Background: an optimization exercise with open tools, aiming at small area, a short achievable clock period and few clock cycles per item. Do not read the settings as production practice.
RTL that was checked went through simulation tests only; none was proved equivalent to the original.
Only the layout flow was run in runs 2 and 3; the RTL was not checked for function there.

<file path="flow/design.v">
package fxalu_pkg;
  localparam int FRACTION_BITS = 14;
  localparam int WORD_BITS     = 32;
  localparam int DIV_STEPS     = 2;
  localparam logic [1:0] ST_OK       = 2'd0;
  localparam logic [1:0] ST_RANGE    = 2'd1;
  localparam logic [1:0] ST_DIV_ZERO = 2'd2;
endpackage
import fxalu_pkg::*;
module fxalu_div (
  input  logic [31:0] den,
  input  logic [30:0] rem_i,
  input  logic [31:0] q_i,
  input  logic [5:0]  nd,
  output logic [30:0] rem_o,
  output logic [31:0] q_o
);
  always_comb begin
    logic [30:0] r;
    logic [31:0] q;
    logic [31:0] t;
    logic [32:0] d;
    r = rem_i;
    q = q_i;
    for (int j = 0; j < DIV_STEPS; j++) begin
      t = {r, q[31] & (nd > 6'(j))};
      q = {q[30:0], 1'b0};
      d = {1'b0, t} - {1'b0, den};
      if (!d[32]) begin
        r    = d[30:0];
        q[0] = 1'b1;
      end else begin
        r    = t[30:0];
      end
    end
    rem_o = r;
    q_o   = q;
  end
endmodule
import fxalu_pkg::*;
module fixed_point_17_14_alu_top (
  input  logic                        clk,
  input  logic                        rst,
  input  logic                        req_valid,
  output logic                        req_stall,
  input  logic [3:0]                  op,
  input  logic signed [WORD_BITS-1:0] operand_a,
  input  logic signed [WORD_BITS-1:0] operand_b,
  output logic                        rsp_valid,
  input  logic                        rsp_stall,
  output logic signed [WORD_BITS-1:0] result,
  output logic [1:0]                  status
);
  localparam logic [1:0] PH_IDLE = 2'd0;   
  localparam logic [1:0] PH_MUL  = 2'd1;   
  localparam logic [1:0] PH_DIV  = 2'd2;   
  localparam logic [1:0] PH_FIN  = 2'd3;   
  function automatic logic [5:0] bitlen(logic [31:0] v);
    bitlen = '0;
    for (int i = 0; i < 32; i++)
      if (v[i]) bitlen = 6'(i + 1);
  endfunction
  logic        xv;        
  logic        xfree;     
  logic [3:0]  xop;
  logic [31:0] ra;        
  logic [31:0] rb;        
  logic        bp;        
  logic [32:0] racc;      
  logic [1:0]  ph;
  logic [4:0]  cnt;       
  logic [5:0]  nd;        
  logic        qn;        
  logic        o0v, o1v;
  logic [33:0] o0, o1;    
  logic is_mul, is_div, op9, bz, simple, done, push, pop, go;
  assign is_mul = (xop == 4'd7) || (xop == 4'd8);
  assign is_div = (xop == 4'd9) || (xop == 4'd10);
  assign op9    = (xop == 4'd9);
  assign bz     = (rb == '0);
  assign simple = !is_mul && !is_div;
  always_comb begin
    case (ph)
      PH_IDLE: done = xv && (simple || (is_div && bz));
      PH_MUL:  done = xv && (cnt == 5'd1);
      PH_DIV:  done = 1'b0;
      default: done = xv;
    endcase
  end
  assign push = done && !o1v;
  assign pop  = o0v && !rsp_stall;
  assign go   = !(done && o1v);
  logic        sub_int, add_int, bad_b, bad_nb, badsel, inv;
  logic [31:0] add_a, add_b, sum;
  always_comb begin
    bad_b   = !((&rb[31:17]) || (~|rb[31:17]));
    bad_nb  = !((!bad_b && rb != 32'hFFFE_0000) || rb == 32'h0002_0000);
    add_int = (xop == 4'd4);
    sub_int = (xop == 4'd6);
    badsel  = (ph == PH_IDLE) && ((add_int && bad_b) || (sub_int && bad_nb));
    case (ph)
      PH_IDLE: inv = is_div ? rb[31] : ((xop == 4'd5) || sub_int);
      default: inv = qn;
    endcase
    add_a = (ph == PH_IDLE && !is_div) ? ra : 32'd0;
    if (badsel)                add_b = 32'hFFFF_FFFF;
    else if (add_int || sub_int) add_b = (rb << FRACTION_BITS) ^ {32{inv}};
    else                       add_b = rb ^ {32{inv}};
    sum = add_a + add_b + {31'd0, inv & !badsel};
  end
  logic [31:0] sres;
  logic [1:0]  sst;
  always_comb begin
    logic [31:0] ai;
    logic        c1, c2;
    ai = {{FRACTION_BITS{ra[31]}}, ra[31:FRACTION_BITS]};
    c1 = ra[31] && (|ra[FRACTION_BITS-1:0]);
    c2 = (!ra[31] && (|ra)) ? ra[13] : (ra[13] && (|ra[12:0]));
    sres = '0;
    sst  = ST_OK;
    case (xop)
      4'd0: begin
        if ((&ra[31:17]) || (~|ra[31:17])) sres = ra << FRACTION_BITS;
        else begin sres = '1; sst = ST_RANGE; end
      end
      4'd1: sres = ai + {31'd0, c1};
      4'd2: sres = ai + {31'd0, c2};
      4'd3, 4'd5: sres = sum;
      4'd4: begin sres = sum; sst = bad_b  ? ST_RANGE : ST_OK; end
      4'd6: begin sres = sum; sst = bad_nb ? ST_RANGE : ST_OK; end
      4'd9, 4'd10: sst = ST_DIV_ZERO;
      default: ;
    endcase
  end
  localparam logic [40:0] MUL_K = 41'h155_0000_0000;
  logic [40:0] ms;
  always_comb begin
    logic [2:0]  tr;
    logic        neg;
    logic [33:0] mag, pp;
    logic [32:0] acc;
    logic [40:0] row [0:5];
    logic [40:0] s1, c1, s2, c2, s3, c3, s4, c4;
    acc    = (ph == PH_IDLE) ? 33'd0 : racc;
    row[0] = {8'd0, ~acc[32], acc[31:0]};
    row[5] = MUL_K;
    for (int i = 0; i < 4; i++) begin
      tr  = {rb[2*i+1], rb[2*i], (i == 0) ? ((ph == PH_IDLE) ? 1'b0 : bp) : rb[2*i-1]};
      neg = tr[2] && !(tr[1] && tr[0]);
      case (tr)
        3'b001, 3'b010, 3'b101, 3'b110: mag = {{2{ra[31]}}, ra};
        3'b011, 3'b100:                 mag = {ra[31], ra, 1'b0};
        default:                        mag = '0;
      endcase
      pp       = mag ^ {34{neg}};
      row[i+1] = {7'd0, ~pp[33], pp[32:0]} << (2 * i);
      row[5][2*i] = neg;
    end
    s1 = row[0] ^ row[1] ^ row[2];
    c1 = ((row[0] & row[1]) | (row[0] & row[2]) | (row[1] & row[2])) << 1;
    s2 = row[3] ^ row[4] ^ row[5];
    c2 = ((row[3] & row[4]) | (row[3] & row[5]) | (row[4] & row[5])) << 1;
    s3 = s1 ^ c1 ^ s2;
    c3 = ((s1 & c1) | (s1 & s2) | (c1 & s2)) << 1;
    s4 = s3 ^ c3 ^ c2;
    c4 = ((s3 & c3) | (s3 & c2) | (c3 & c2)) << 1;
    ms = s4 + c4;
  end
  logic [30:0] d_rem0;
  logic [31:0] d_q0;
  logic [5:0]  d_nd0;
  logic [4:0]  d_nit;
  always_comb begin
    logic [31:0] absa;
    logic [5:0]  la, lb;
    logic signed [7:0] lq, sla, slb;
    logic [4:0]  nit;
    logic [5:0]  sh;
    logic [62:0] w;
    absa = ra[31] ? -ra : ra;
    la   = bitlen(ra ^ {32{ra[31]}}) + {5'd0, ra[31]};
    lb   = bitlen(rb ^ {32{rb[31]}});
    sla  = {2'b00, la};
    slb  = {2'b00, lb};
    lq   = sla - slb + (op9 ? 8'sd15 : 8'sd1);
    if (lq <= 0) nit = 5'd0;
    else         nit = 5'((lq + 8'sd1) >>> 1);
    if (!op9 && nit > 5'd16) nit = 5'd16;
    if (op9 && nit > 5'd23)  nit = 5'd23;
    sh   = (op9 ? 6'd46 : 6'd32) - {nit, 1'b0};
    w    = {31'd0, absa} << sh;
    d_rem0 = w[62:32];
    d_q0   = w[31:0];
    d_nd0  = (sh < 6'd32) ? 6'd32 - sh : 6'd0;
    d_nit  = nit;
  end
  logic [30:0] d_rem;
  logic [31:0] d_q;
  fxalu_div u_div (
    .den   (ra),
    .rem_i (racc[30:0]),
    .q_i   (rb),
    .nd    (nd),
    .rem_o (d_rem),
    .q_o   (d_q)
  );
  logic [33:0] nres;
  always_comb begin
    case (ph)
      PH_IDLE: nres = {sst, sres};
      PH_MUL:  nres = {ST_OK, (xop == 4'd7) ? {ms[21:0], rb[31:22]} : {ms[7:0], rb[31:8]}};
      default: nres = {ST_OK, sum};
    endcase
  end
  logic [1:0] ph_n;
  logic [4:0] cnt_n;
  always_comb begin
    ph_n  = ph;
    cnt_n = cnt;
    if (xv && go) begin
      case (ph)
        PH_IDLE: begin
          if (is_mul) begin
            ph_n = PH_MUL; cnt_n = 5'd3;
          end else if (is_div && !bz) begin
            ph_n = (d_nit == 5'd0) ? PH_FIN : PH_DIV; cnt_n = d_nit;
          end
        end
        PH_MUL: begin
          cnt_n = cnt - 5'd1;
          if (cnt == 5'd1) ph_n = PH_IDLE;
        end
        PH_DIV: begin
          cnt_n = cnt - 5'd1;
          if (cnt == 5'd1) ph_n = PH_FIN;
        end
        default: ph_n = PH_IDLE;
      endcase
    end
  end
  logic xv_n, o1v_n, done_n, xfree_n;
  always_comb begin
    logic nsimple;
    nsimple = !(op == 4'd7 || op == 4'd8 || op == 4'd9 || op == 4'd10);
    xv_n  = xfree ? req_valid : (xv && !push);
    o1v_n = o0v && !pop && (o1v || push);
    if (xfree) done_n = nsimple;
    else case (ph_n)
      PH_IDLE: done_n = simple;
      PH_MUL:  done_n = (cnt_n == 5'd1);
      PH_DIV:  done_n = 1'b0;
      default: done_n = 1'b1;
    endcase
    xfree_n = !xv_n || (done_n && !o1v_n);
  end
  always_ff @(posedge clk) begin
    if (rst) begin
      xv    <= 1'b0;
      xfree <= 1'b1;
      ph    <= PH_IDLE;
      o0v   <= 1'b0;
      o1v   <= 1'b0;
    end else begin
      xv    <= xv_n;
      xfree <= xfree_n;
      ph    <= xfree ? PH_IDLE : ph_n;
      o1v   <= o1v_n;
      if (!o0v || pop) o0v <= o1v || push;
    end
  end
  always_ff @(posedge clk) begin
    if (!o0v || pop) o0 <= o1v ? o1 : nres;
    if (o0v && !pop && push) o1 <= nres;
  end
  always_ff @(posedge clk) begin
    cnt <= cnt_n;
    if (xfree) begin
      xop <= op;
      ra  <= operand_a;
      rb  <= operand_b;
    end else if (xv && go) begin
      case (ph)
        PH_IDLE: begin
          if (is_mul) begin
            rb   <= {ms[7:0], rb[31:8]};
            racc <= ms[40:8];
            bp   <= rb[7];
          end else if (is_div) begin
            ra   <= sum;
            rb   <= d_q0;
            racc <= {2'b00, d_rem0};
            nd   <= d_nd0;
            qn   <= ra[31] ^ rb[31];
          end
        end
        PH_MUL: begin
          rb   <= {ms[7:0], rb[31:8]};
          racc <= ms[40:8];
          bp   <= rb[7];
        end
        PH_DIV: begin
          rb   <= d_q;
          racc <= {2'b00, d_rem};
          nd   <= (nd > 6'd2) ? nd - 6'd2 : 6'd0;
        end
        default: ;
      endcase
    end
  end
  assign req_stall = !xfree;
  assign rsp_valid = o0v;
  assign result    = o0[31:0];
  assign status    = o0[33:32];
endmodule
</file>
<file path="flow/flow/run.sh">
#!/bin/bash
# Layout flow: the standard flow, with repair_timing asked to reach a
# shorter period than the clock (a larger setup slack margin). The SDC, the
# synthesis and every other step are the standard ones.
set -euo pipefail
here=$(pwd)
target=$(cat flow/target_period_ns)
margin=$(python3 -c "print(round($FLOW_PERIOD_NS - $target, 3))")
# standard synthesis, unchanged
bash standard.sh synth > "$here/log_synth.txt" 2>&1
# remaining steps with the larger setup margin
sed -E "s/SETUP_SLACK_MARGIN=[^ ]+/SETUP_SLACK_MARGIN=$margin/" standard.sh > "$here/layout.sh"
bash "$here/layout.sh" > "$here/log_layout.txt" 2>&1
</file>
<file path="flow/flow/target_period_ns">
7.0
</file>
<file path="flow/standard.sh">
#!/bin/bash
# synth_recipe.tcl (not shown) runs the flow's synth.tcl, then flattens the netlist and writes it again
# the make line also repeats each setting of config.mk as NAME=value (left out here)
make -C /OpenROAD-flow-scripts/flow DESIGN_CONFIG=/design/flow/config.mk WORK_HOME=/design/flow/orfs CLKGATE_MAP_FILE= SYNTH_SCRIPT=/design/flow/synth_recipe.tcl "${@:-finish}"
</file>
<file path="flow/config.mk">
export PLATFORM = sky130hd
export DESIGN_NAME = fixed_point_17_14_alu_top
export DESIGN_NICKNAME = fixed_point_17_14_alu_top
export VERILOG_FILES = /design/flow/design.v
export SDC_FILE = /design/flow/constraint.sdc
export NUM_CORES = 4
export LEC_CHECK = 0
export CAP_MARGIN = 20
export CORE_MARGIN = 2
export CORE_UTILIZATION = 30
export SETUP_SLACK_MARGIN = 0.5
export SLEW_MARGIN = 20
</file>
<file path="flow/constraint.sdc">
create_clock -name core_clock -period 28.0 [get_ports {clk}]
set_input_delay 5.6000 -clock core_clock [delete_from_list [all_inputs] [get_ports {clk}]]
set_output_delay 5.6000 -clock core_clock [all_outputs]
set_load 0.01 [all_outputs]
</file>
==> reports/results.tsv, run 1 <==
metric	value	unit
Layout Nets	4394	
Syn Std Cell Area	0.0297	mm2
FP Rows	115	
share of layout cells above drive strength 1	19.4	%
core area	0.0983	mm2
slowest cell delay on critical path	0.56	ns
port bufs	107	
Max Slew Vio Count	0	
cells after synthesis	3821	
Worst-Skew Late Latency	0.53	ns
CTS tree	built	
I/O pins	108	
Wirelength per Cell	28.0	um
CP most frequent cell	a21oi_2	
starting density of the core	30.2	%
multi-input logic area	0.0242	mm2
FF+latch area	0.00551	mm2
Detail Placement HPWL	106000	um
ys flop type	edfxtp_1	
DRT Pass-1 Iters	7	
clock-pin slew on the worst setup and hold paths	0.11	ns
first-pass GRT wire length	211000	um
WP data arrival	8.59	ns
clock buffer depth	2	
delay-heaviest family, CP	compound AO/OA/AOI/OAI gates	
full die area	0.102	mm2
initial DRC count	4247	
H-tree depth	4	
Setup CP Type	reg2reg	
via count	32700	
vias in the first global route	30400	
Post-synth EDFFs	176	
Final Hold Viols	0	
slowest stage cell, crit path	fa_2	
setup TNS	0	ns
Layout fillers	10000	
Mapped Avg Cell Area	7.78	um2
Netlist cell types	104	
endpoint class of the critical path	register	
Post-Syn Nets	4211	
final wirelength	149000	um
post-cts hold buffer count	0	
DIE WIDTH	319	um
FMAX	0.120	GHz
data required time of the worst path	28.23	ns
register area share after synthesis	18.5	%
Slew headroom	11.1	%
RSZ-0062 raised after global routing	true	
r2r startpoint	ra[31]	
Buf+Inv Stages, Crit Path	6	
fin crit share	29.9	%
final setup fails	0	
clock sink count	187	
actual slew at the worst max-slew pin	1.32	ns
synth warn	3	
gpl congestion	1.02	
GRT Overall Usage	28.0	%
area growth from synthesis to layout	26.2	%
outcome	complete, no violations	
maximum number of pins on one net before global-route repair	62	
FFs w/ async S/R, synth	0	%
Tmin final	8.36	ns
CP startpoint kind	register	
cts bufs inserted	17	
Critical path origin	ra[31]	
Max Cap Viol	0	
antenna violations before repair	12	
Post-route DRC	0	
HP Start	o1[13]	
DP Area	0.0325	mm2
Final Instance Area	0.0375	mm2
CP max FO	5	
Hold WC Path Type	reg2reg	
setup skew after layout	0.0357	ns
Seq cells post-synth	187	
Die Y	319	um
clock root buffer	clkbuf_16	
remaining antenna violation count	0	
gr ovfl total	0	
vias per cell	6.15	
==> state kept, by name, indices dropped and copies added (netlist names), 2 cells and up <==
signal  flops
ra         32
o0         34
o1         34
rb         32
xop         4
nd          5
cnt         5
racc       33
ph          2
==> Yosys cell counts (62+ instances only) <==
library cell / count / area share (%)
a221oi_1: 64 / 1.9
xor2_1: 98 / 2.9
o21ai_0: 290 / 4.9
mux2_2: 62 / 2.3
nor3_1: 108 / 1.8
clkbuf_1: 228 / 2.9
edfxtp_1: 176 / 18
mux2i_1: 80 / 2.7
xnor2_1: 234 / 6.9
fa_1: 103 / 6.9
a22oi_1: 85 / 2.1
inv_1: 239 / 3.0
nand2_1: 428 / 5.4
a21oi_1: 253 / 4.3
ha_1: 215 / 9.1
nand3_1: 85 / 1.4
nor2_1: 308 / 3.9
==> cells in the final DEF (no fill, tap or decap), types with 58 or more instances in the layout <==
cell / count
ha_1: 207
nor3_1: 98
a22oi_1: 80
inv_1: 230
clkdlybuf4s50_1: 74
nor2_1: 277
xor2_1: 94
fa_1: 100
a21oi_1: 222
a21o_1: 59
mux2i_1: 58
edfxtp_1: 176
nand3_1: 80
o21ai_0: 232
buf_4: 252
xnor2_1: 228
nand2_1: 400
==> stage by stage <==
| stage | hold slack [ns] | instances | util (%) | setup slack, ns |
|---|---|---|---|---|
| detailed placement | 0.516 | 5029 | 33.0 | 17.98 |
| finish | 0.537 | 5309 | 38.2 | 19.64 |
| CTS | 0.538 | 5192 | 36.3 | 19.79 |
| global route | 0.554 | 5305 | 38.2 | 19.41 |
| global placement | 0.524 | 5029 | 33.0 | 18.01 |
| floorplan | 0.424 | 3821 | - | 20.49 |
==> metal layers <==
metal  wire (um)  track usage [%]
met1       58200             36.6
met2       62300             41.4
met3       16600             6.67
met4       11400             17.3
met5         122            0.378
==> cell families (layout without fill, tap and decap cells) <==
family                   after synthesis  in the layout  synth area share (%)
flip-flops                           187            187                  18.5
adder cells (fa/ha/maj)              318            318                  16.0
multiplexers                         149            149                  5.51
XOR/XNOR                             335            335                  9.95
AO/OA/AOI/OAI                       1177           1177                  26.2
other                                  0              5                     0
AND/OR/NAND/NOR                     1120           1122                  17.0
buffers and inverters                535            729                  6.85
==> cell type report <==
class / count / area share (%)
clock inverters: 15 / 0.617
well taps: 1287 / 4.29
clock buffers: 17 / 1.13
inverters: 254 / 2.81
multi-input cells: 3101 / 64.5
diodes: 5 / 0.0333
repair inverters: 2 / 0.0400
repair buffers: 441 / 11.9
flip-flops and latches: 187 / 14.7
==> final timing paths <==
path | to | slack, ns | depth (start not counted)
setup / recovery | rb[25] | 19.64 | 39
hold / removal | o0[13] | 0.54 | 1
setup reg to reg | rb[25] | 19.64 | 39
hold reg to reg | o0[13] | 0.54 | 1
==> repair_timing <==
| item | 4_1_cts | 5_1_grt |
|---|---|---|
| endpoints found under the setup margin | 120 | 99 |
| resized for setup | 302 | 196 |
| cloned | 15 | 7 |
| pin swaps | 90 | 104 |
| setup buffers | 116 | 104 |
Testbench counts, summed over its fixed seeds: cycles 43,451, items 16,000.
==> run 2: changes to the inputs <==
--- a/flow/design.v
+++ b/flow/design.v
@@ -13,3 +13,3 @@
   input  logic [31:0] q_i,
-  input  logic [5:0]  nd,
+  input  logic [DIV_STEPS-1:0] dmask,
   output logic [30:0] rem_o,
@@ -25,3 +25,3 @@
     for (int j = 0; j < DIV_STEPS; j++) begin
-      t = {r, q[31] & (nd > 6'(j))};
+      t = {r, q[31] & dmask[j]};
       q = {q[30:0], 1'b0};
@@ -62,2 +62,13 @@
   endfunction
+  function automatic logic [11:0] booth4(logic [7:0] v, logic lo);
+    logic [2:0] tr;
+    logic [3:0] n, o, t;
+    for (int i = 0; i < 4; i++) begin
+      tr   = {v[2*i+1], v[2*i], (i == 0) ? lo : v[2*i-1]};
+      n[i] = tr[2] && !(tr[1] && tr[0]);
+      o[i] = tr[1] ^ tr[0];
+      t[i] = (tr == 3'b011) || (tr == 3'b100);
+    end
+    booth4 = {n, t, o};
+  endfunction
   logic        xv;        
@@ -67,3 +78,4 @@
   logic [31:0] rb;        
-  logic        bp;        
+  logic [3:0]  bneg, bone, btwo;   
+  logic [1:0]  dmask;     
   logic [32:0] racc;      
@@ -137,3 +149,2 @@
   always_comb begin
-    logic [2:0]  tr;
     logic        neg;
@@ -147,10 +158,5 @@
     for (int i = 0; i < 4; i++) begin
-      tr  = {rb[2*i+1], rb[2*i], (i == 0) ? ((ph == PH_IDLE) ? 1'b0 : bp) : rb[2*i-1]};
-      neg = tr[2] && !(tr[1] && tr[0]);
-      case (tr)
-        3'b001, 3'b010, 3'b101, 3'b110: mag = {{2{ra[31]}}, ra};
-        3'b011, 3'b100:                 mag = {ra[31], ra, 1'b0};
-        default:                        mag = '0;
-      endcase
-      pp       = mag ^ {34{neg}};
+      neg = bneg[i];
+      mag = ({{2{ra[31]}}, ra} & {34{bone[i]}}) | ({ra[31], ra, 1'b0} & {34{btwo[i]}});
+      pp  = mag ^ {34{neg}};
       row[i+1] = {7'd0, ~pp[33], pp[32:0]} << (2 * i);
@@ -202,3 +208,3 @@
     .q_i   (rb),
-    .nd    (nd),
+    .dmask (dmask),
     .rem_o (d_rem),
@@ -274,36 +280,38 @@
   end
+  logic ld_in, ld_mul, ld_prep, ld_div;
+  assign ld_in   = xfree;
+  assign ld_mul  = !xfree && xv && go && (ph == PH_MUL || (ph == PH_IDLE && is_mul));
+  assign ld_prep = !xfree && xv && go && ph == PH_IDLE && is_div;
+  assign ld_div  = !xfree && xv && go && ph == PH_DIV;
+  logic [5:0] nd_n;
+  always_comb begin
+    if (ld_prep) nd_n = d_nd0;
+    else         nd_n = (nd > 6'd2) ? nd - 6'd2 : 6'd0;
+  end
   always_ff @(posedge clk) begin
     cnt <= cnt_n;
-    if (xfree) begin
+    if (ld_in) begin
       xop <= op;
       ra  <= operand_a;
-      rb  <= operand_b;
-    end else if (xv && go) begin
-      case (ph)
-        PH_IDLE: begin
-          if (is_mul) begin
-            rb   <= {ms[7:0], rb[31:8]};
-            racc <= ms[40:8];
-            bp   <= rb[7];
-          end else if (is_div) begin
-            ra   <= sum;
-            rb   <= d_q0;
-            racc <= {2'b00, d_rem0};
-            nd   <= d_nd0;
-            qn   <= ra[31] ^ rb[31];
-          end
-        end
-        PH_MUL: begin
-          rb   <= {ms[7:0], rb[31:8]};
-          racc <= ms[40:8];
-          bp   <= rb[7];
-        end
-        PH_DIV: begin
-          rb   <= d_q;
-          racc <= {2'b00, d_rem};
-          nd   <= (nd > 6'd2) ? nd - 6'd2 : 6'd0;
-        end
-        default: ;
-      endcase
+    end else if (ld_prep) begin
+      ra  <= sum;
+    end
+    if (ld_in || ld_mul || ld_prep || ld_div)
+      rb <= ({32{ld_in}}   & operand_b)
+          | ({32{ld_prep}} & d_q0)
+          | ({32{ld_mul}}  & {ms[7:0], rb[31:8]})
+          | ({32{ld_div}}  & d_q);
+    if (ld_mul || ld_prep || ld_div)
+      racc <= ({33{ld_prep}} & {2'b00, d_rem0})
+            | ({33{ld_mul}}  & ms[40:8])
+            | ({33{ld_div}}  & {2'b00, d_rem});
+    if (ld_in)
+      {bneg, btwo, bone} <= booth4(operand_b[7:0], 1'b0);
+    else if (ld_mul)
+      {bneg, btwo, bone} <= booth4(rb[15:8], rb[7]);
+    if (ld_prep || ld_div) begin
+      nd    <= nd_n;
+      dmask <= {nd_n > 6'd1, nd_n > 6'd0};
     end
+    if (ld_prep) qn <= ra[31] ^ rb[31];
   end
==> run 2 against run 1 <==
Compared with the run above: first-iteration DRC count up 28%; highest routed layer unchanged; critical path type unchanged; hold slack got worse by 0.0064 ns; flip-flop and latch count rose by 14; critical endpoint is now racc[7]; setup slack gained 0.28 ns.
==> reports/results.tsv, run 2 <==
metric	value	unit	change
outcome	complete, no violations		unchanged
remaining antenna violation count	0		unchanged
area growth from synthesis to layout	29.0	%	was 26.2%
Slew headroom	20.4	%	was 11.1%
setup TNS	0	ns	unchanged
Seq cells post-synth	201		was 187
Tmin final	8.08	ns	was 8.36 ns
ant diodes	0		was 5
Hold WC Path Type	reg2reg		unchanged
reg2reg end	racc[7]		was rb[25]
cell taking the most area after synthesis	edfxtp_1		unchanged
r2r startpoint	ra[3]		was ra[31]
CP startpoint kind	register		unchanged
vias per cell	6.22		was 6.15
core area	0.0969	mm2	was 0.0983 mm2
Synth top area share	19.4	%	was 17.8%
actual slew at the worst max-slew pin	1.18	ns	was 1.32 ns
multiplexer share of the synthesized area	4.57	%	was 5.51%
Critical path origin	ra[3]		was ra[31]
commonest cells after routing, fill and taps aside	nand2_1, buf_4, inv_1, ha_1, o21ai_0		was nand2_1, nor2_1, buf_4, o21ai_0, inv_1
initial DRC count	5417		was 4247
first-pass GRT wire length	211000	um	about the same
final wirelength	150000	um	was 149000 um
main combinational cell family by area after synthesis	compound AO/OA/AOI/OAI gates		unchanged
HP Start	cnt[4]		was o1[13]
cells after synthesis	3635		was 3821
Synth Area in Adders	16.5	%	was 16.0%
delay-heaviest family, CP	compound AO/OA/AOI/OAI gates		unchanged
Max Slew Vio Count	0		unchanged
CP max FO	8		was 5
FFs w/ async S/R, synth	0	%	unchanged
register area share after synthesis	20.2	%	was 18.5%
most frequent cell after synthesis	nand2_1		unchanged
R2R setup slack	19.92	ns	was 19.64 ns
gpl congestion	1.04		was 1.02
data required time of the worst path	28.34	ns	was 28.23 ns
setup skew after layout	0.0315	ns	was 0.0357 ns
fin crit share	28.9	%	was 29.9%
WP data arrival	8.41	ns	was 8.59 ns
Synth Area in Compound Gates	26.3	%	was 26.2%
GRT Overall Usage	28.5	%	was 28.0%
vias in the first global route	30000		was 30400
Setup CP Type	reg2reg		unchanged
FP Rows	114		was 115
Post-Syn Nets	4032		was 4211
clock root buffer	clkbuf_16		unchanged
critical path depth	38		was 39
DIE WIDTH	317	um	was 319 um
share of layout cells above drive strength 1	20.9	%	was 19.4%
RSZ-0062 raised after global routing	true		unchanged
H-tree depth	1		was 4
Wirelength per Cell	29.0	um	was 28.0 um
Worst Reg-to-Reg Cells	38		was 39
endpoint class of the critical path	register		unchanged
most common cell after layout, fill and taps aside	nand2_1		unchanged
Syn Std Cell Area	0.0293	mm2	was 0.0297 mm2
top cells by area, synth	edfxtp_1, ha_1, fa_1, xnor2_1, nand2_1		unchanged
ys flop type	edfxtp_1		unchanged
FMAX	0.124	GHz	was 0.120 GHz
Worst Setup EP	racc[7]		was rb[25]
Netlist cell types	102		was 104
Synth Area in Simple Gates	15.8	%	was 17.0%
cts bufs inserted	27		was 17
Buf+Inv Stages, Crit Path	9		was 6
Die Y	317	um	was 319 um
slowest stage cell, crit path	mux2i_1		was fa_2
I/O pins	108		unchanged
CTS tree	built		unchanged
antenna violations before repair	8		was 12
clock buffer depth	3		was 2
clock sink count	201		was 187
slowest cell delay on critical path	0.72	ns	was 0.56 ns
via count	32200		was 32700
clock-pin slew on the worst setup and hold paths	0.07	ns	was 0.11 ns
Layout fillers	9678		was 10000
top flop regs	o0: 34 flops, o1: 34 flops, racc: 33 flops		unchanged
gr ovfl total	0		unchanged
full die area	0.100	mm2	was 0.102 mm2
starting density of the core	30.3	%	was 30.2%
Post-route DRC	0		unchanged
synth cell count leaders	nand2_1, o21ai_0, inv_1, a21oi_1, ha_1		was nand2_1, nor2_1, o21ai_0, a21oi_1, inv_1
Max Cap Viol	0		unchanged
XOR/XNOR Fraction of Synth Area	9.75	%	was 9.95%
synth warn	3		unchanged
maximum number of pins on one net before global-route repair	54		was 62
Mapped Avg Cell Area	8.07	um2	was 7.78 um2
final setup fails	0		unchanged
DRT Pass-1 Iters	12		was 7
fin util	39.1	%	was 38.2%
Worst-Skew Late Latency	0.60	ns	was 0.53 ns
port bufs	107		unchanged
Post-synth EDFFs	190		was 176
Layout Nets	4284		was 4394
Final Hold Viols	0		unchanged
Detail Placement HPWL	106000	um	about the same
## run 2: cell types whose count changed after synthesis, sizes merged, moves of 23 or more
cell / delta
a221oi: -42
a21oi: -29
nand2: -48
a211oi: -27
mux2i: -26
a22oi: +61
xnor2: -26
a222oi: +24
nor2: -110
o21ai: -29
nor3: -23
o211ai: +27
## run 2: timing repair
action | 4_1_cts | 5_1_grt
setup endpoints to repair | 145 | 116
pin swaps | 111 | 102
hold buffers | 0 | 0
resized for setup | 416 | 159
buffers inserted | 173 | 90
cloned | 18 | 2
## run 2: cell type report
type / instances / area (um2) / share of cell area, %
well taps: 1276 / 1600 / 4.22
repair buffers: 484 / 4920 / 13.0
clock buffers: 31 / 691 / 1.82
inverters: 258 / 1050 / 2.77
multi-input cells: 2913 / 23500 / 62.1
clock inverters: 16 / 163 / 0.430
repair inverters: 2 / 20.0 / 0.0529
flip-flops and latches: 201 / 5930 / 15.7
## run 2: cells by family (layout without fill, tap and decap cells)
family / Yosys count / after routing
buf+inv: 525 / 791
flops: 201 / 201
fa+ha+maj: 325 / 325
xor+xnor: 324 / 324
simple gates: 996 / 1000
compound gates: 1143 / 1143
mux: 121 / 121
## run 2: tightest hold or removal path, cell delays in order (launching register included)
cell	delay, ns
dfxtp_1	0.35
a22oi_1	0.10
inv_1	0.06
## run 2: how the worst min path moves through the flow
stage	endpoint	slack [ns]	cells past startpoint
after floorplan	cnt[3]	0.46	2
after global placement	cnt[3]	0.47	2
after detailed placement	cnt[3]	0.48	2
after CTS	cnt[3]	0.49	2
after global routing	o0[26]	0.56	1
final	cnt[4]	0.53	2
## run 2: stage by stage
step | hold slack (ns) | setup WS [ns] | std cells | area, um2
CTS | 0.495 | 20.17 | 5089 | 36300
detailed placement | 0.481 | 18.65 | 4851 | 31900
floorplan | 0.456 | 20.48 | 3635 | 29600
global placement | 0.473 | 18.63 | 4851 | 31900
finish | 0.531 | 19.92 | 5181 | 37900
global route | 0.564 | 19.67 | 5181 | 37900
## run 2: per-layer routing
| layer | vias to the layer above | share of wire, % | track usage (%) |
|---|---|---|---|
| met4 | 8 | 8.9 | 19.4 |
| met1 | 15400 | 38 | 37.4 |
| met3 | 694 | 13 | 8.00 |
| li1 | 13800 | - | - |
| met2 | 2359 | 40 | 40.5 |
| met5 | - | 0.082 | 0.521 |
==> run 3: changes to the inputs <==
--- a/flow/design.v
+++ b/flow/design.v
@@ -13,3 +13,3 @@
   input  logic [31:0] q_i,
-  input  logic [DIV_STEPS-1:0] dmask,
+  input  logic [DIV_STEPS-1:0] dbit,
   output logic [30:0] rem_o,
@@ -25,3 +25,3 @@
     for (int j = 0; j < DIV_STEPS; j++) begin
-      t = {r, q[31] & dmask[j]};
+      t = {r, dbit[DIV_STEPS-1-j]};
       q = {q[30:0], 1'b0};
@@ -79,3 +79,4 @@
   logic [3:0]  bneg, bone, btwo;   
-  logic [1:0]  dmask;     
+  logic [1:0]  dbit;      
+  logic [5:0]  bla, blb;  
   logic [32:0] racc;      
@@ -186,4 +187,4 @@
     absa = ra[31] ? -ra : ra;
-    la   = bitlen(ra ^ {32{ra[31]}}) + {5'd0, ra[31]};
-    lb   = bitlen(rb ^ {32{rb[31]}});
+    la   = bla + {5'd0, ra[31]};
+    lb   = blb;
     sla  = {2'b00, la};
@@ -208,3 +209,3 @@
     .q_i   (rb),
-    .dmask (dmask),
+    .dbit  (dbit),
     .rem_o (d_rem),
@@ -295,2 +296,4 @@
       ra  <= operand_a;
+      bla <= bitlen(operand_a ^ {32{operand_a[31]}});
+      blb <= bitlen(operand_b ^ {32{operand_b[31]}});
     end else if (ld_prep) begin
@@ -313,3 +316,4 @@
       nd    <= nd_n;
-      dmask <= {nd_n > 6'd1, nd_n > 6'd0};
+      if (ld_prep) dbit <= {d_q0[31] & (nd_n > 6'd0), d_q0[30] & (nd_n > 6'd1)};
+      else         dbit <= {rb[29] & (nd_n > 6'd0), rb[28] & (nd_n > 6'd1)};
     end
--- a/flow/config.mk
+++ b/flow/config.mk
@@ -9,4 +9,5 @@
 export CORE_MARGIN = 2
-export CORE_UTILIZATION = 30
+export CORE_UTILIZATION = 50
 export SETUP_SLACK_MARGIN = 0.5
 export SLEW_MARGIN = 20
+export TNS_END_PERCENT = 20
==> run 3 against run 2 <==
Compared with the run above: synthesized cell count increased by 6.4%; utilization grew 18 points; clock skew grew 0.044 ns; flip-flop and latch count up 10; final cell count down 9.1%; largest cell class unchanged; die area is 36% lower; final area decreased by 7.2%; critical endpoint is now rsp_valid; fmax grew 13%; sequential share of layout area up 2.1 points; clock-buffer cell count fell by 1.
==> reports/results.tsv, run 3 <==
metric	value	unit	change
vias in the first global route	30600		was 30000
remaining antenna violation count	0		unchanged
clock root buffer	clkbuf_16		unchanged
delay-heaviest family, CP	buffers and inverters		was compound AO/OA/AOI/OAI gates
final wirelength	147000	um	was 150000 um
slowest stage cell, crit path	clkdlybuf4s50_1		was mux2i_1
vias per cell	7.07		was 6.22
Layout Nets	4284		unchanged
DIE WIDTH	253	um	was 317 um
Tmin final	7.18	ns	was 8.08 ns
Buf+Inv Stages, Crit Path	1		was 9
Wirelength per Cell	31.2	um	was 29.0 um
I/O pins	108		unchanged
CP max FO	3		was 8
DRT Pass-1 Iters	13		was 12
commonest cells after routing, fill and taps aside	nand2_1, a21oi_1, inv_1, o21ai_0, nor2_1		was nand2_1, buf_4, inv_1, ha_1, o21ai_0
Die Y	253	um	was 317 um
Mapped Avg Cell Area	8.02	um2	was 8.07 um2
Setup Slack @ Placement	19.70	ns	was 18.65 ns
ys flop type	edfxtp_1		unchanged
setup TNS	0	ns	unchanged
DP Area	0.0327	mm2	was 0.0319 mm2
setup skew after layout	0.0757	ns	was 0.0315 ns
Hold WC Path Type	reg2reg		unchanged
gr ovfl total	0		unchanged
final hold slack	0.549	ns	was 0.531 ns
Synth top area share	19.4	%	about the same
full die area	0.0640	mm2	was 0.100 mm2
clock-pin slew on the worst setup and hold paths	0.07	ns	about the same
post-route setup slack	20.82	ns	was 19.92 ns
initial DRC count	5052		was 5417
RSZ-0062 raised after global routing	true		unchanged
share of layout cells above drive strength 1	11.5	%	was 20.9%
via count	33300		was 32200
data required time of the worst path	22.40	ns	was 28.34 ns
final setup fails	0		unchanged
gpl congestion	1.06		was 1.04
antenna violations before repair	13		was 8
Detail Placement HPWL	108000	um	was 106000 um
fin crit share	25.6	%	was 28.9%
slowest cell delay on critical path	0.56	ns	was 0.72 ns
Syn Std Cell Area	0.0310	mm2	was 0.0293 mm2
cts bufs inserted	28		was 27
WP data arrival	1.58	ns	was 8.41 ns
register area share after synthesis	20.1	%	was 20.2%
R2R setup slack	20.97	ns	was 19.92 ns
synth cell count leaders	nand2_1, a21oi_1, inv_1, o21ai_0, nor2_1		was nand2_1, o21ai_0, inv_1, a21oi_1, ha_1
CTS tree	built		unchanged
post-cts hold buffer count	0		unchanged
Post-Syn Nets	4260		was 4032
Post-synth EDFFs	200		was 190
Netlist cell types	114		was 102
maximum number of pins on one net before global-route repair	80		was 54
H-tree depth	1		unchanged
clock sink count	211		was 201
Max Slew Vio Count	0		unchanged
first-pass GRT wire length	205000	um	was 211000 um
most frequent cell after synthesis	nand2_1		unchanged
GRT Overall Usage	43.7	%	was 28.5%
synth warn	3		unchanged
Cell Count, Final, Fillers Out	4708		was 5181
area growth from synthesis to layout	13.2	%	was 29.0%
crit-path cells	clkdlybuf4s50_1		
Seq cells post-synth	211		was 201
clock buffer depth	3		unchanged
CP startpoint kind	register		unchanged
Max Cap Viol	0		unchanged
most common cell after layout, fill and taps aside	nand2_1		unchanged
placed instance count	4585		was 4851
actual slew at the worst max-slew pin	1.29	ns	was 1.18 ns
cell taking the most area after synthesis	edfxtp_1		unchanged
Final Hold Viols	0		unchanged
top flop regs	o0: 34 flops, o1: 34 flops, racc: 33 flops		unchanged
starting density of the core	50.4	%	was 30.3%
Slew headroom	13.1	%	was 20.4%
FFs w/ async S/R, synth	0	%	unchanged
Post-route DRC	0		unchanged
cells after synthesis	3866		was 3635
top cells by area, synth	edfxtp_1, ha_1, fa_1, xnor2_1, nand2_1		unchanged
FMAX	0.139	GHz	was 0.124 GHz
Worst-Skew Late Latency	0.65	ns	was 0.60 ns
core area	0.0615	mm2	was 0.0969 mm2
outcome	complete, no violations		unchanged
Final Instance Area	0.0351	mm2	was 0.0379 mm2
port bufs	107		unchanged
endpoint class of the critical path	output port		was register
Setup CP Type	reg2out		was reg2reg
FP Rows	91		was 114
-- run 3: cell types whose count changed after synthesis, sizes merged, moves of 13 or more --
cell / change
a21o: +13
a21oi: +64
buf: +13
clkbuf: -20
inv: +22
mux2i: +29
nand2: +42
nor2: +40
nor3: +18
o211ai: -19
xnor2: +13
-- run 3: worst register-to-register path, delay by kind of cell, from the launching register on --
kind,cells,cell delay [ns]
AO/OA/AOI/OAI,8,2.54
adder cells (fa/ha/maj),5,1.85
buffers and inverters,4,1.02
AND/OR/NAND/NOR,3,0.62
flip-flops,1,0.41
multiplexers,1,0.36
-- run 3: stage by stage --
stage | utilization (%)
after floorplan | -
after global placement | 53.2
after detailed placement | 53.2
after CTS | 55.6
after global routing | 57.1
final | 57.1
-- run 3: worst paths after layout --
kind,start,end,cells past startpoint
setup reg to reg,ph[0],o0[25],21
setup / recovery,o0v,rsp_valid,1
hold / removal,o1[24],o0[24],1
hold reg to reg,o1[24],o0[24],1
-- run 3: final cells by class --
cell class | count | area [um2]
clock inverter | 21 | 263
multi-input combinational | 3126 | 23400
timing repair buffer | 250 | 2400
sequential | 211 | 6230
tap | 790 | 988
antenna | 7 | 17.5
clock buffer | 30 | 708
fill | 5645 | 26400
inverter | 273 | 1070
-- run 3: routing by layer --
| layer | GRT usage, % | wire (um) | up-vias |
|---|---|---|---|
| met5 | 0 | 66 | - |
| met4 | 29.7 | 12200 | 10 |
| met3 | 12.7 | 20100 | 628 |
| met2 | 64.0 | 60800 | 2607 |
| met1 | 55.4 | 53800 | 15900 |
| li1 | - | - | 14200 |
-- run 3: cells by family after synthesis --
| logic type | count (synthesis) | synth area share [%] |
|---|---|---|
| buffers and inverters | 533 | 6.79 |
| AO/OA/AOI/OAI | 1200 | 26.0 |
| XOR/XNOR | 333 | 9.74 |
| flip-flops | 211 | 20.1 |
| multiplexers | 143 | 4.97 |
| AND/OR/NAND/NOR | 1124 | 17.0 |
| adder cells (fa/ha/maj) | 322 | 15.5 |
-- run 3: repair_timing --
action	4_1_cts	5_1_grt
gates cloned	3	6
setup buffers	20	35
gates resized for setup	102	159
pin swaps	8	45
setup endpoints to repair	112	128
==> run 4: changes to the inputs <==
--- a/flow/design.v
+++ b/flow/design.v
@@ -57,6 +57,6 @@
   localparam logic [1:0] PH_FIN  = 2'd3;   
-  function automatic logic [5:0] bitlen(logic [31:0] v);
-    bitlen = '0;
-    for (int i = 0; i < 32; i++)
-      if (v[i]) bitlen = 6'(i + 1);
+  function automatic logic [5:0] sbitlen(logic [31:0] v);
+    sbitlen = '0;
+    for (int i = 0; i < 31; i++)
+      if (v[i] ^ v[i+1]) sbitlen = 6'(i + 1);
   endfunction
@@ -84,3 +84,2 @@
   logic [4:0]  cnt;       
-  logic [5:0]  nd;        
   logic        qn;        
@@ -89,2 +88,3 @@
   logic is_mul, is_div, op9, bz, simple, done, push, pop, go;
+  logic ld_in, ld_mul, ld_prep, ld_div, qn_n;
   assign is_mul = (xop == 4'd7) || (xop == 4'd8);
@@ -98,3 +98,3 @@
       PH_MUL:  done = xv && (cnt == 5'd1);
-      PH_DIV:  done = 1'b0;
+      PH_DIV:  done = xv && (cnt == 5'd1);
       default: done = xv;
@@ -138,4 +138,3 @@
       end
-      4'd1: sres = ai + {31'd0, c1};
-      4'd2: sres = ai + {31'd0, c2};
+      4'd1, 4'd2: sres = ai + {31'd0, xop[0] ? c1 : c2};
       4'd3, 4'd5: sres = sum;
@@ -177,3 +176,2 @@
   logic [31:0] d_q0;
-  logic [5:0]  d_nd0;
   logic [4:0]  d_nit;
@@ -200,3 +198,2 @@
     d_q0   = w[31:0];
-    d_nd0  = (sh < 6'd32) ? 6'd32 - sh : 6'd0;
     d_nit  = nit;
@@ -218,2 +215,4 @@
       PH_MUL:  nres = {ST_OK, (xop == 4'd7) ? {ms[21:0], rb[31:22]} : {ms[7:0], rb[31:8]}};
+      PH_DIV:  nres = {ST_OK, !qn ? d_q : {(d_q[1:0] == 2'b00) ? sum[29:0] : ~rb[29:0],
+                                          d_q[1] ^ d_q[0], d_q[0]}};
       default: nres = {ST_OK, sum};
@@ -241,3 +240,3 @@
           cnt_n = cnt - 5'd1;
-          if (cnt == 5'd1) ph_n = PH_FIN;
+          if (cnt == 5'd1) ph_n = PH_IDLE;
         end
@@ -257,3 +256,3 @@
       PH_MUL:  done_n = (cnt_n == 5'd1);
-      PH_DIV:  done_n = 1'b0;
+      PH_DIV:  done_n = (cnt_n == 5'd1);
       default: done_n = 1'b1;
@@ -281,3 +280,3 @@
   end
-  logic ld_in, ld_mul, ld_prep, ld_div;
+  assign qn_n    = ld_prep ? (ra[31] ^ rb[31]) : qn;
   assign ld_in   = xfree;
@@ -286,7 +285,4 @@
   assign ld_div  = !xfree && xv && go && ph == PH_DIV;
-  logic [5:0] nd_n;
-  always_comb begin
-    if (ld_prep) nd_n = d_nd0;
-    else         nd_n = (nd > 6'd2) ? nd - 6'd2 : 6'd0;
-  end
+  logic dvalid_n;
+  assign dvalid_n = !op9 || (cnt_n > 5'd7);
   always_ff @(posedge clk) begin
@@ -296,4 +292,4 @@
       ra  <= operand_a;
-      bla <= bitlen(operand_a ^ {32{operand_a[31]}});
-      blb <= bitlen(operand_b ^ {32{operand_b[31]}});
+      bla <= sbitlen(operand_a);
+      blb <= sbitlen(operand_b);
     end else if (ld_prep) begin
@@ -315,7 +311,6 @@
     if (ld_prep || ld_div) begin
-      nd    <= nd_n;
-      if (ld_prep) dbit <= {d_q0[31] & (nd_n > 6'd0), d_q0[30] & (nd_n > 6'd1)};
-      else         dbit <= {rb[29] & (nd_n > 6'd0), rb[28] & (nd_n > 6'd1)};
+      if (ld_prep) dbit <= d_q0[31:30] & {2{dvalid_n}};
+      else         dbit <= rb[29:28] & {2{dvalid_n}};
     end
-    if (ld_prep) qn <= ra[31] ^ rb[31];
+    if (ld_prep) qn <= qn_n;
   end
--- a/flow/config.mk
+++ b/flow/config.mk
@@ -7,3 +7,3 @@
 export LEC_CHECK = 0
-export CAP_MARGIN = 20
+export CAP_MARGIN = 10
 export CORE_MARGIN = 2
@@ -11,3 +11,3 @@
 export SETUP_SLACK_MARGIN = 0.5
-export SLEW_MARGIN = 20
-export TNS_END_PERCENT = 20
+export SLEW_MARGIN = 10
+export TNS_END_PERCENT = 5
==> run 4 against run 3 <==
Compared with the run above: still clean on timing, DRC and antenna; clock-buffer cell count is 1 higher; global-route usage grew 1.3 points; non-clock buffer count fell by 3; critical path depth did not move; register-to-register slack worse by 0.12 ns; first-iteration DRC count rose by 0.77%; synthesized area decreased by 2.2%; clock skew is 0.023 ns lower; critical endpoint is now result[28].
==> reports/results.tsv, run 4 <==
metric	value	unit	change
most frequent cell after synthesis	nand2_1		unchanged
Post-route DRC	0		unchanged
post-route setup slack	20.77	ns	was 20.82 ns
Hold WC Path Type	reg2reg		unchanged
DRT Pass-1 Iters	10		was 13
multi-input logic area	0.0228	mm2	was 0.0234 mm2
placed instance count	4398		was 4585
H-tree depth	1		unchanged
initial DRC count	5091		was 5052
slowest cell delay on critical path	0.57	ns	was 0.56 ns
register area share after synthesis	19.9	%	was 20.1%
gr ovfl total	0		unchanged
Setup Slack @ Placement	18.95	ns	was 19.70 ns
Layout Nets	4105		was 4284
actual slew at the worst max-slew pin	1.28	ns	was 1.29 ns
clock sink count	205		was 211
final setup fails	0		unchanged
vias per cell	7.16		was 7.07
Worst-Skew Late Latency	0.66	ns	was 0.65 ns
setup TNS	0	ns	unchanged
CTS tree	built		unchanged
post-cts hold buffer count	0		unchanged
slowest stage cell, crit path	clkdlybuf4s50_1		unchanged
via count	32400		was 33300
clock root buffer	clkbuf_16		unchanged
synth cell count leaders	nand2_1, inv_1, xnor2_1, a21oi_1, clkbuf_1		was nand2_1, a21oi_1, inv_1, o21ai_0, nor2_1
Slew headroom	14.6	%	was 13.1%
Buf+Inv Stages, Crit Path	1		unchanged
clock buffer depth	3		unchanged
outcome	complete, no violations		unchanged
Synth top area share	19.2	%	was 19.4%
Netlist cell types	97		was 114
ys flop type	edfxtp_1		unchanged
final hold slack	0.531	ns	was 0.549 ns
most common cell after layout, fill and taps aside	nand2_1		unchanged
endpoint class of the critical path	output port		unchanged
full die area	0.0627	mm2	was 0.0640 mm2
cell taking the most area after synthesis	edfxtp_1		unchanged
FP Rows	90		was 91
delay-heaviest family, CP	buffers and inverters		unchanged
RSZ-0062 raised after global routing	true		unchanged
FFs w/ async S/R, synth	0	%	unchanged
Max Cap Viol	0		unchanged
synth warn	3		unchanged
area growth from synthesis to layout	13.0	%	was 13.2%
first-pass GRT wire length	208000	um	was 205000 um
clock-pin slew on the worst setup and hold paths	0.06	ns	was 0.07 ns
Cell Count, Final, Fillers Out	4529		was 4708
top flop regs	o0: 34 flops, o1: 34 flops, racc: 33 flops		unchanged
final wirelength	145000	um	was 147000 um
Layout fillers	5542		was 5645
top cells by area, synth	edfxtp_1, ha_1, xnor2_1, fa_1, nand2_1		was edfxtp_1, ha_1, fa_1, xnor2_1, nand2_1
starting density of the core	50.4	%	about the same
Wirelength per Cell	32.1	um	was 31.2 um
Syn Std Cell Area	0.0303	mm2	was 0.0310 mm2
FMAX	0.138	GHz	was 0.139 GHz
Post-Syn Nets	4099		was 4260
remaining antenna violation count	0		unchanged
antenna violations before repair	13		unchanged
crit-path cells	clkdlybuf4s50_1		unchanged
Max Slew Vio Count	0		unchanged
WP data arrival	1.63	ns	was 1.58 ns
share of layout cells above drive strength 1	12.7	%	was 11.5%
port bufs	107		unchanged
data required time of the worst path	22.40	ns	about the same
cts bufs inserted	30		was 28
Post-synth EDFFs	194		was 200
I/O pins	108		unchanged
cells after synthesis	3708		was 3866
vias in the first global route	30200		was 30600
CP max FO	1		was 3
FF+latch area	0.00605	mm2	was 0.00623 mm2
CP startpoint kind	register		unchanged
GRT Overall Usage	44.9	%	was 43.7%
Detail Placement HPWL	108000	um	about the same
gpl congestion	1.11		was 1.06
Setup CP Type	reg2out		unchanged
maximum number of pins on one net before global-route repair	72		was 80
Mapped Avg Cell Area	8.18	um2	was 8.02 um2
commonest cells after routing, fill and taps aside	nand2_1, inv_1, xnor2_1, a21oi_1, ha_1		was nand2_1, a21oi_1, inv_1, o21ai_0, nor2_1
Tmin final	7.23	ns	was 7.18 ns
fin util	57.0	%	was 57.1%
DIE WIDTH	250	um	was 253 um
Die Y	250	um	was 253 um
Final Hold Viols	0		unchanged
Seq cells post-synth	205		was 211
fin crit share	25.8	%	was 25.6%
setup skew after layout	0.0527	ns	was 0.0757 ns
core area	0.0601	mm2	was 0.0615 mm2
-- run 4: cell type report --
type                            count  area share (%)
Multi-Input combinational cell   2951            66.6
Sequential cell                   205            17.7
Timing Repair Buffer              247            6.59
Inverter                          279            3.21
Tap cell                          782            2.85
Clock buffer                       31            2.20
Clock inverter                     25           0.774
Antenna cell                        9          0.0657
-- run 4: path summary, 6_finish.rpt --
check	start	to	slack, ns	cells past startpoint
setup / recovery	o0[28]	result[28]	20.77	1
hold / removal	cnt[1]	cnt[1]	0.53	2
setup reg to reg	ph[0]	racc[27]	20.85	20
hold reg to reg	cnt[1]	cnt[1]	0.53	2
-- run 4: worst reg2reg max path, cell delays in order, from the launching register on --
cell,delay [ns]
dfxtp_1,0.43
inv_1,0.12
ha_1,0.24
inv_2,0.12
buf_6,0.31
buf_8,0.37
nand2_1,0.29
fa_1,0.57
fa_1,0.44
fa_1,0.49
inv_1,0.04
ha_1,0.46
nand4_1,0.19
o31ai_2,0.57
a32oi_2,0.32
o21ai_0,0.62
a31o_2,0.32
a311oi_1,0.12
xnor2_1,0.26
a221oi_4,0.43
o31ai_1,0.15
-- run 4: cell families after synthesis --
kind of cell	Yosys count	share of synthesized area (%)
xor gates and xnor gates	341	9.85
muxes	168	6.93
and+or+nand+nor	1002	15.5
buffers and inverters	553	7.03
adders and majority gates	319	15.7
AOI/OAI and AO/OA	1120	25.0
DFF	205	19.9
-- run 4: timing repair --
item | 4_1_cts | 5_1_grt
endpoints found under the setup margin | 190 | 193
hold endpoints to repair | 0 | 0
cloned | 0 | 2
buffers inserted | 33 | 31
gates resized for setup | 107 | 126
pin swaps | 11 | 39
-- run 4: through the flow --
stage,instance area [um2]
floorplan,30400
finish,34300
detailed placement,32000
global route,34300
CTS,33500
global placement,32000
-- run 4: metal layers --
layer  GRT usage, %  up-vias  wire length (um)
li1               -    13600                 -
met1           56.8    15500             52900
met2           66.2     2575             59700
met3           11.8      685             18400
met4           32.8       12             14200
met5              0        -                81
Testbench counts of run 4, summed over its fixed seeds: cycles 41,357, items 16,000.
==> run 5: changes to the inputs <==
--- a/flow/config.mk
+++ b/flow/config.mk
@@ -7,3 +7,3 @@
 export LEC_CHECK = 0
-export CAP_MARGIN = 10
+export CAP_MARGIN = 20
 export CORE_MARGIN = 2
@@ -11,3 +11,3 @@
 export SETUP_SLACK_MARGIN = 0.5
-export SLEW_MARGIN = 10
-export TNS_END_PERCENT = 5
+export SLEW_MARGIN = 20
+export TNS_END_PERCENT = 20
==> run 5 against run 4 <==
Compared with the run above: largest cell class unchanged; wire length decreased by 0.12%; critical path type unchanged; global-route usage decreased by 0.21 points; critical endpoint unchanged; utilization increased by 0.60 points; clock-buffer cell count increased by 6; via count decreased by 0.55%; highest routed layer unchanged; critical path depth unchanged; sequential share of layout area decreased by 0.18 points; clock skew decreased by 0.037 ns; flip-flop and latch count unchanged.
==> reports/results.tsv, run 5 <==
metric	value	unit	change
Post-synth EDFFs	194		unchanged
fin crit share	25.7	%	was 25.8%
clock root buffer	clkbuf_16		unchanged
Hold WC Path Type	reg2reg		unchanged
remaining antenna violation count	0		unchanged
ys flop type	edfxtp_1		unchanged
gr ovfl total	0		unchanged
Netlist cell types	97		unchanged
antenna violations before repair	12		was 13
final wirelength	145000	um	about the same
Setup CP Type	reg2out		unchanged
Die Y	250	um	unchanged
DP Area	0.0320	mm2	about the same
synth warn	3		unchanged
Tmin final	7.19	ns	was 7.23 ns
via count	32200		was 32400
data required time of the worst path	22.40	ns	about the same
clock-pin slew on the worst setup and hold paths	0.06	ns	about the same
starting density of the core	50.4	%	unchanged
WP data arrival	1.59	ns	was 1.63 ns
cell taking the most area after synthesis	edfxtp_1		unchanged
cts bufs inserted	29		was 30
DIE WIDTH	250	um	unchanged
FMAX	0.139	GHz	was 0.138 GHz
R2R setup slack	20.95	ns	was 20.85 ns
FFs w/ async S/R, synth	0	%	unchanged
Cell Count, Final, Fillers Out	4540		was 4529
GRT Overall Usage	44.7	%	was 44.9%
fin util	57.6	%	was 57.0%
commonest cells after routing, fill and taps aside	nand2_1, inv_1, xnor2_1, a21oi_1, nor2_1		was nand2_1, inv_1, xnor2_1, a21oi_1, ha_1
H-tree depth	1		unchanged
Post-Syn Nets	4099		unchanged
top flop regs	o0: 34 flops, o1: 34 flops, racc: 33 flops		unchanged
crit-path cells	clkdlybuf4s50_1		unchanged
synth cell count leaders	nand2_1, inv_1, xnor2_1, a21oi_1, clkbuf_1		unchanged
slowest stage cell, crit path	clkdlybuf4s50_1		unchanged
Max Slew Vio Count	0		unchanged
slowest cell delay on critical path	0.57	ns	about the same
area growth from synthesis to layout	14.2	%	was 13.0%
DRT Pass-1 Iters	10		unchanged
Syn Std Cell Area	0.0303	mm2	unchanged
final setup fails	0		unchanged
endpoint class of the critical path	output port		unchanged
r2r startpoint	ra[31]		was ph[0]
final hold slack	0.528	ns	was 0.531 ns
first-pass GRT wire length	208000	um	about the same
HP Start	cnt[1]		unchanged
maximum number of pins on one net before global-route repair	72		unchanged
setup TNS	0	ns	unchanged
FF+latch area	0.00605	mm2	unchanged
Synth top area share	19.2	%	unchanged
clock sink count	205		unchanged
CTS tree	built		unchanged
Post-route DRC	0		unchanged
multi-input logic area	0.0230	mm2	was 0.0228 mm2
register area share after synthesis	19.9	%	unchanged
placed instance count	4398		unchanged
Hold Path Sink	cnt[1]		unchanged
most frequent cell after synthesis	nand2_1		unchanged
actual slew at the worst max-slew pin	1.27	ns	was 1.28 ns
CP max FO	1		unchanged
delay-heaviest family, CP	buffers and inverters		unchanged
most common cell after layout, fill and taps aside	nand2_1		unchanged
Slew headroom	15.0	%	was 14.6%
Layout Nets	4123		was 4105
Worst-Skew Late Latency	0.63	ns	was 0.66 ns
Final Hold Viols	0		unchanged
reg2reg end	racc[21]		was racc[27]
cells after synthesis	3708		unchanged
CP startpoint kind	register		unchanged
RSZ-0062 raised after global routing	true		unchanged
clock buffer depth	3		unchanged
Detail Placement HPWL	108000	um	about the same
hold path depth	2		unchanged
full die area	0.0627	mm2	unchanged
top cells by area, synth	edfxtp_1, ha_1, xnor2_1, fa_1, nand2_1		unchanged
Wirelength per Cell	32.0	um	was 32.1 um
Buf+Inv Stages, Crit Path	1		unchanged
Seq cells post-synth	205		unchanged
outcome	complete, no violations		unchanged
initial DRC count	5050		was 5091
Mapped Avg Cell Area	8.18	um2	unchanged
I/O pins	108		unchanged
core area	0.0601	mm2	unchanged
vias per cell	7.10		was 7.16
Layout fillers	5537		was 5542
setup skew after layout	0.0162	ns	was 0.0527 ns
FP Rows	90		unchanged
Max Cap Viol	0		unchanged
gpl congestion	1.11		unchanged
Worst Reg-to-Reg Cells	23		was 20
Final Instance Area	0.0346	mm2	was 0.0343 mm2
share of layout cells above drive strength 1	13.9	%	was 12.7%
port bufs	107		unchanged
vias in the first global route	30200		about the same
run 5: cell counts after synthesis:
No cell type changed its count.
run 5: worst max-delay path by stage:
stage | startpoint | to | slack (ns) | depth (start not counted)
final | o0[28] | result[28] | 20.81 | 1
after global routing | operand_b[1] | blb[0] | 20.75 | 14
after CTS | ph[0] | racc[26] | 20.80 | 22
after detailed placement | ra[17] | o0[19] | 18.95 | 30
after global placement | ra[17] | o0[19] | 19.05 | 29
after floorplan | rsp_stall | o1[0] | 20.56 | 2
run 5: cells by family (layout without fill, tap and decap cells):
logic type / after synthesis / in the layout / share of synthesized area [%]
DFF: 205 / 205 / 19.9
muxes: 168 / 168 / 6.93
and+or+nand+nor: 1002 / 1003 / 15.5
other: 0 / 3 / 0
buffers and inverters: 553 / 599 / 7.03
adders and majority gates: 319 / 319 / 15.7
AOI/OAI and AO/OA: 1120 / 1120 / 25.0
xor gates and xnor gates: 341 / 341 / 9.85
run 5: final cells by class:
cell class / count / share of cell area, %
repair buffers: 266 / 7.12
multi-input cells: 2951 / 66.5
clock buffers: 37 / 2.45
clock inverters: 17 / 0.473
inverters: 279 / 3.19
flip-flops and latches: 205 / 17.5
diodes: 3 / 0.0217
well taps: 782 / 2.82
run 5: repair_timing:
action,4_1_cts,5_1_grt
pin swaps,13,59
cloned,0,4
endpoints found under the setup margin,186,191
setup buffers,32,49
hold buffers,0,0
resized for setup,103,185
run 5: worst reg2reg max path, cell delays in order (launching register included):
cell and delay [ns]:
edfxtp_1 0.49, ha_1 0.27, ha_1 0.21, xor2_1 0.18
ha_1 0.36, o21a_1 0.15, o31a_1 0.20, a21oi_1 0.07
ha_1 0.30, inv_1 0.08, a211o_1 0.30, a211oi_4 0.40
o21ai_0 0.17, a21o_1 0.26, nor3_1 0.33, nand2_1 0.16
fa_2 0.50, a21oi_1 0.34, o21ai_0 0.26, o41a_2 0.33
nor2_1 0.51, nand2_1 0.32, o311a_1 0.45, nand3_1 0.23
run 5: through the flow:
stage | worst slack [ns]
2_1_floorplan | 20.56
3_3_place_gp | 19.05
3_5_place_dp | 18.95
4_1_cts | 20.80
5_1_grt | 20.75
6_report | 20.81
run 5: routing by layer:
metal,share of wire [%],up-vias,track usage [%],routed length [um]
li1,-,13600,-,-
met1,36,15300,55.9,51600
met2,42,2599,66.7,60200
met3,13,684,12.5,19300
met4,9.6,14,31.4,13900
met5,0.064,-,0.154,93

-- port drivers added, routing unchanged --
The results above use ideal ports. As a check the final layouts listed here were re-extracted and re-timed, cells and wires unchanged. Step 1: set_driving_cell puts a clkbuf_16 on clk and a buf_2 on each other input, an assumption about the parent block. Step 2 moves the port delays by t, midway between the first and last clock arrival at a register: inputs arrive t later, outputs are due t later. That takes back most of the time a late clock gives input paths. Slacks: no drivers / after step 1 / after step 2; pairs: no drivers / after step 1.
| run | t (ns) | setup slack, ns | latest minus earliest clock arrival (ns) | worst data-port slew with drivers (ns) | cell pins on the clock port's net |
|---|---|---|---|---|---|
| run 1 | 0.569 | 19.636 / 19.636 / 19.636 | 0.035 / 0.035 | 0.09 | 1 |
| run 2 | 0.651 | 19.921 / 19.921 / 19.921 | 0.031 / 0.031 | 0.09 | 1 |
| run 3 | 0.684 | 20.822 / 20.752 / 20.202 | 0.076 / 0.076 | 0.07 | 1 |
| run 4 | 0.704 | 20.774 / 20.706 / 20.167 | 0.053 / 0.053 | 0.12 | 1 |
| run 5 | 0.694 | 20.811 / 20.743 / 20.162 | 0.016 / 0.016 | 0.11 | 1 |
After both steps setup and hold are still met in every run listed. The setup slack of run 5, which loses most, moves by -0.068 ns with the drivers and by -0.649 ns with both steps.
